Source: an optimization exercise on an open RTL-to-GDS flow (aim: small area). Production flows keep margins and buffers that such runs may drop. The RTL was checked by simulation tests, not by an equivalence proof against the original design. No driver is modelled on the clock port, so clocking that relies on it looks cheaper here than on a real chip.

== R ==
==> module fprint_unit, before the edit <==
module fprint_unit #(
	parameter int ram_addr_width = 4
) (
	input  logic                              clk,
	input  logic                              reset,
	input  logic [fprint_pkg::addr_width-1:0] address,
	input  logic                              write,
	input  logic [fprint_pkg::data_width-1:0] writedata,
	output logic                              waitrequest,
	output logic                              mismatch,
	output logic [fprint_pkg::task_width-1:0] mismatch_task,
	output logic                              verified,
	output logic [fprint_pkg::task_width-1:0] verified_task
);
	localparam int nslot = 14;
	localparam int ew    = 36;    
	typedef enum logic [3:0] {
		s_idle  = 4'd0,
		s_reg   = 4'd1,    
		s_drop  = 4'd2,    
		s_lo1   = 4'd3,    
		s_lo2   = 4'd4,
		s_hi1   = 4'd5,    
		s_hi2   = 4'd6,
		s_hi3   = 4'd7,
		s_hi4   = 4'd8,
		s_wr    = 4'd9,    
		s_wrp   = 4'd10,   
		s_v1    = 4'd11,   
		s_v2    = 4'd12,   
		s_v3    = 4'd13
	} state_t;
	state_t state;
	logic [3:0]  phys;
	logic [3:0]  offset;
	logic [3:0]  wr_task;
	logic [15:0] wr_half;
	logic        lc;
	logic        checked_out;
	logic        crc_sel;
	logic [15:0] core_map;
	logic [15:0] co0, co1, ci0, ci1;
	logic [15:0] cb;
	logic [15:0] dw, dv;
	logic        reg_cs, set_co, set_ci;
	logic        req;
	logic [3:0]  vtask;
	logic [15:0] lo_a, lo_b;
	logic        lo_ph;
	logic        lo_wr;
	logic [15:0] lo_sel;
	logic [ew-1:0] entry;
	logic [nslot-1:0][ew-1:0] ring;
	logic [3:0]  hp;         
	logic [3:0]  tp;         
	logic        empty;
	logic        leader;     
	logic        ins_pend;
	logic        is_pop;
	logic        ins0, ins1, ins2;
	logic        rd0, rd1, rd2;
	logic        rd_any;
	logic [ew-1:0] rd;
	logic        diff_q;
	logic [3:0]  mt_q;
	logic        start;
	assign phys    = address[7:4];
	assign offset  = address[3:0];
	assign wr_task = writedata[3:0];
	assign wr_half = writedata[31:16];
	assign crc_sel = (offset == 4'd1);
	assign lc          = core_map[phys];
	assign checked_out = lc ? co1[wr_task] : co0[wr_task];
	assign cb          = ci0 & ci1;
	assign start  = (state == s_idle) && write;
	assign is_pop = !empty && (leader != lc);
	always_ff @(posedge clk or posedge reset) begin
		if (reset) begin
			state <= s_idle;
		end else begin
			case (state)
				s_idle: begin
					if (write) begin
						if (!crc_sel)
							state <= s_reg;
						else if (!checked_out)
							state <= s_drop;
						else if (writedata[fprint_pkg::block_bit])
							state <= s_hi1;
						else
							state <= s_lo1;
					end else if (req) begin
						state <= s_v1;
					end
				end
				s_reg:   state <= s_wr;
				s_drop:  state <= s_wr;
				s_lo1:   state <= s_lo2;
				s_lo2:   state <= s_wr;
				s_hi1:   state <= s_hi2;
				s_hi2:   state <= s_hi3;
				s_hi3:   state <= s_hi4;
				s_hi4:   state <= is_pop ? s_wrp : s_wr;
				s_v1:    state <= s_v2;
				s_v2:    state <= s_v3;
				default: state <= s_idle;
			endcase
		end
	end
	assign waitrequest = !((state == s_wr) || (state == s_wrp));
	assign mismatch    = (state == s_wrp) && diff_q;
	assign mismatch_task = mt_q;
	assign verified      = (state == s_v2);
	assign verified_task = vtask;
	assign dw = 16'd1 << wr_task;
	assign dv = (state == s_v1) ? (16'd1 << vtask) : 16'd0;
	assign reg_cs  = (state == s_reg) && (offset == 4'd0);
	assign set_co  = reg_cs && writedata[fprint_pkg::checkout_bit];
	assign set_ci  = reg_cs && !writedata[fprint_pkg::checkout_bit];
	always_ff @(posedge clk) begin
		if (reset)
			core_map <= '0;
		else if (state == s_reg && offset == 4'd2)
			core_map[phys] <= writedata[0];
	end
	always_ff @(posedge clk) begin
		if (reset) begin
			co0 <= '0;
			co1 <= '0;
			ci0 <= '0;
			ci1 <= '0;
		end else begin
			co0 <= ~dv & (co0 | ({16{set_co && !lc}} & dw));
			co1 <= ~dv & (co1 | ({16{set_co &&  lc}} & dw));
			ci0 <= ~dv & (ci0 | ({16{set_ci && !lc}} & dw & co0));
			ci1 <= ~dv & (ci1 | ({16{set_ci &&  lc}} & dw & co1));
		end
	end
	function automatic logic [3:0] lowest_task(input logic [15:0] mask);
		lowest_task = '0;
		for (int i = 15; i >= 0; i = i - 1) begin
			if (mask[i])
				lowest_task = i[3:0];
		end
	endfunction
	always_ff @(posedge clk or posedge reset) begin
		if (reset) begin
			req <= 1'b0;
		end else if (req) begin
			if (state == s_v2)
				req <= 1'b0;
		end else if (state != s_v3 && empty && (|cb)) begin
			req <= 1'b1;
		end
	end
	always_ff @(posedge clk) begin
		if (!req && state != s_v3)
			vtask <= lowest_task(cb);
	end
	always_ff @(posedge clk or posedge reset) begin
		if (reset)
			lo_ph <= 1'b0;
		else
			lo_ph <= !lo_ph;
	end
	assign lo_wr = ((state == s_lo1) || (start && crc_sel && checked_out && !writedata[fprint_pkg::block_bit]))
	               && (lc == lo_ph);
	always_ff @(posedge clk) begin
		lo_a <= lo_b;
		lo_b <= lo_wr ? wr_half : lo_a;
	end
	assign lo_sel = (lc == lo_ph) ? lo_a : lo_b;
	assign entry  = {wr_half, lo_sel, wr_task};
	function automatic logic [3:0] step(input logic [3:0] p, input logic two);
		logic [3:0] n1;
		case (p)
			4'd13:   n1 = 4'd0;
			default: n1 = p + 4'd1;
		endcase
		case (n1)
			4'd13:   step = two ? 4'd0 : n1;
			default: step = two ? n1 + 4'd1 : n1;
		endcase
	endfunction
	assign ins0 = ins_pend && (tp == 4'd13);
	assign ins1 = ins_pend && (tp == 4'd4);
	assign ins2 = ins_pend && (tp == 4'd9);
	always_ff @(posedge clk or posedge reset) begin
		if (reset) begin
			hp       <= '0;
			tp       <= '0;
			empty    <= 1'b1;
			leader   <= 1'b0;
			ins_pend <= 1'b0;
		end else begin
			hp <= step(hp, state == s_hi4 && is_pop);
			tp <= step(tp, ins0 || ins1 || ins2);
			if (start && crc_sel && checked_out && writedata[fprint_pkg::block_bit] && !is_pop)
				ins_pend <= 1'b1;
			else if (ins0 || ins1 || ins2)
				ins_pend <= 1'b0;
			if (state == s_hi3 && !is_pop) begin
				empty  <= 1'b0;
				leader <= lc;
			end else if (state == s_hi4 && is_pop) begin
				empty  <= (step(hp, 1'b0) == tp);
			end
		end
	end
	always_ff @(posedge clk) begin
		for (int p = 0; p < nslot; p = p + 1)
			ring[p] <= ring[(p + nslot - 1) % nslot];
		if (ins0) ring[0]  <= entry;
		if (ins1) ring[5]  <= entry;
		if (ins2) ring[10] <= entry;
	end
	assign rd0 = (hp == 4'd0);
	assign rd1 = (hp == 4'd5);
	assign rd2 = (hp == 4'd10);
	assign rd_any = rd0 || rd1 || rd2;
	assign rd = ({ew{rd0}} & ring[0]) | ({ew{rd1}} & ring[5]) | ({ew{rd2}} & ring[10]);
	always_ff @(posedge clk) begin
		if (rd_any) begin
			diff_q <= (rd != entry);
			mt_q   <= lc ? rd[3:0] : wr_task;
		end
	end
endmodule
Settings: LEC_CHECK=0, CAP_MARGIN=20, CORE_MARGIN=2, CORE_UTILIZATION=40, PLACE_DENSITY=0.8, SLEW_MARGIN=20; clock period 5.0 ns.
standard.sh (not shown) runs the stock make flow with config.mk's settings and CLKGATE_MAP_FILE= SYNTH_SCRIPT=/design/flow/synth_recipe.tcl, a recipe that flattens the netlist after the stock synthesis.
==> flow/flow/run.sh <==
#!/bin/bash
# Standard ORFS layout with three changes:
#  - synthesis is the standard flow's script with an area-oriented ABC mapping script
#    (flow/area_synth.tcl, flow/area.abc);
#  - the port buffers are the smallest buffer cell;
#  - clock tree synthesis clusters 30 sinks per leaf buffer and adds no dummy
#    loads.
# Runs in the standard flow's work folder. Each tool run's full output goes to a log here:
# synth.log (synthesis) and standard.log (the rest); ORFS's per-step logs stay
# under orfs/logs.
set -euo pipefail
W=$PWD
export FLOW_WORK=$W
export AREA_ABC_SCRIPT=$W/flow/area.abc
export BUFFER_PORTS_ARGS="-buffer_cell sky130_fd_sc_hd__buf_1"
export CTS_ARGS="-sink_clustering_enable -repair_clock_nets -sink_clustering_size 30 -sink_clustering_max_diameter 100 -dont_use_dummy_load"
# standard.sh with our synthesis script in place of synth_recipe.tcl
sed "s#SYNTH_SCRIPT=[^ ]*synth_recipe.tcl#SYNTH_SCRIPT=$W/flow/area_synth.tcl#" standard.sh > area_standard.sh
grep -q "SYNTH_SCRIPT=$W/flow/area_synth.tcl" area_standard.sh
bash area_standard.sh synth > synth.log 2>&1
bash standard.sh finish > standard.log 2>&1
==> flow/flow/area.abc <==
&get -n
&st
&syn2
&dch -f
&nf -a -R 1000
&put
==> flow/flow/area_synth.tcl <==
# The standard flow's synthesis script (synth_recipe.tcl, sourced unchanged), except that
# the ABC technology-mapping step runs flow/area.abc, an area-oriented script,
# in place of ORFS's speed script. Registers are mapped before ABC runs, so
# they come out as in the standard synthesis.
proc abc {args} {
  set keep {}
  set skip 0
  foreach a $args {
    if {$skip} { set skip 0; continue }
    if {$a in {-script -D -constr}} { set skip 1; continue }
    lappend keep $a
  }
  yosys abc -script $::env(AREA_ABC_SCRIPT) {*}$keep
}
source $::env(FLOW_WORK)/synth_recipe.tcl
Input changes introduced in S (baseline for comparison: R):
diff --git a/flow/design.v b/flow/design.v
--- a/flow/design.v
+++ b/flow/design.v
@@ -59,9 +59,11 @@
 	logic [15:0] wr_half;
 	logic        lc;
 	logic        checked_out;
 	logic        crc_sel;
-	logic [15:0] core_map;
+	logic [15:0] map_q;
+	logic        map_wr;
+	logic        map_pend;
 	logic [15:0] co0, co1, ci0, ci1;
 	logic [15:0] cb;
 	logic [15:0] dw, dv;
 	logic        reg_cs, set_co, set_ci;
@@ -90,9 +92,9 @@
 	assign offset  = address[3:0];
 	assign wr_task = writedata[3:0];
 	assign wr_half = writedata[31:16];
 	assign crc_sel = (offset == 4'd1);
-	assign lc          = core_map[phys];
+	assign lc          = map_q[{phys[3:1], phys[0] ^ lo_ph}];
 	assign checked_out = lc ? co1[wr_task] : co0[wr_task];
 	assign cb          = ci0 & ci1;
 	assign start  = (state == s_idle) && write;
 	assign is_pop = !empty && (leader != lc);
@@ -139,12 +141,21 @@
 	assign reg_cs  = (state == s_reg) && (offset == 4'd0);
 	assign set_co  = reg_cs && writedata[fprint_pkg::checkout_bit];
 	assign set_ci  = reg_cs && !writedata[fprint_pkg::checkout_bit];
 	always_ff @(posedge clk) begin
+		for (int k = 0; k < 8; k = k + 1) begin
+			map_q[2*k]   <= reset ? 1'b0 : map_q[2*k+1];
+			map_q[2*k+1] <= reset ? 1'b0 :
+			                (map_wr && phys[3:1] == k[2:0]) ? writedata[0] : map_q[2*k];
+		end
+	end
+	assign map_wr = ((state == s_reg && offset == 4'd2) || (state == s_wr && map_pend))
+	                && (phys[0] == lo_ph);
+	always_ff @(posedge clk) begin
 		if (reset)
-			core_map <= '0;
-		else if (state == s_reg && offset == 4'd2)
-			core_map[phys] <= writedata[0];
+			map_pend <= 1'b0;
+		else
+			map_pend <= (state == s_reg) && (offset == 4'd2) && (phys[0] != lo_ph);
 	end
 	always_ff @(posedge clk) begin
 		if (reset) begin
 			co0 <= '0;
@@ -164,9 +175,9 @@
 			if (mask[i])
 				lowest_task = i[3:0];
 		end
 	endfunction
-	always_ff @(posedge clk or posedge reset) begin
+	always_ff @(posedge clk) begin
 		if (reset) begin
 			req <= 1'b0;
 		end else if (req) begin
 			if (state == s_v2)
@@ -178,9 +189,9 @@
 	always_ff @(posedge clk) begin
 		if (!req && state != s_v3)
 			vtask <= lowest_task(cb);
 	end
-	always_ff @(posedge clk or posedge reset) begin
+	always_ff @(posedge clk) begin
 		if (reset)
 			lo_ph <= 1'b0;
 		else
 			lo_ph <= !lo_ph;
@@ -206,9 +217,9 @@
 	endfunction
 	assign ins0 = ins_pend && (tp == 4'd13);
 	assign ins1 = ins_pend && (tp == 4'd4);
 	assign ins2 = ins_pend && (tp == 4'd9);
-	always_ff @(posedge clk or posedge reset) begin
+	always_ff @(posedge clk) begin
 		if (reset) begin
 			hp       <= '0;
 			tp       <= '0;
 			empty    <= 1'b1;
==> run notes <==
- Per the final summary, S finished and its layout is clean on timing, DRC and antenna.
- The total of fill cells in the finished design was comparable across S and R.
- Comparing S and R, the lower setup slack was measured on R.
- The tap cell count reported for S is smaller than that of R by 7.
- The worst slew margin relative to its limit in S sits 15 points above the value recorded for R.
- S vs. R: routed metal-1 wire length went up by about 2.8%.
- The more densely filled core belongs to S, not R.
- Minimum period implied by the final worst setup slack is lower on S
- Comparing R against S, there is no change at all in number of buffers on the longest clock path.
- On number of flip-flops and latches in the synthesized netlist, S and R are basically level.

==> separate check: timing with driven ports <==
The flow's constraints put no driver on any port. The routed layouts listed below were extracted and timed again, unchanged, in two steps.
Step 1 assumes that a clkbuf_16 drives the clock port and a buf_2 every other input.
Step 2, shift: input delay + t, output delay - t, t = (earliest + latest rising clock arrival at the registers) / 2. This alone moves slack from input paths to output paths.
a / b / c = ideal ports / drivers / drivers and shift; a / b = the first two.
| run | shift t [ns] | slack for setup (ns) | pins driven straight from the clock port |
|---|---|---|---|
| R | 0.591 | 0.906 / 0.933 / 0.342 | 1 |
| S | 0.607 | 0.969 / 0.990 / 0.385 | 1 |
After both steps setup and hold are still met in every run listed. The setup slack of S, which loses most, moves by +0.021 ns with the drivers and by -0.584 ns with both steps.
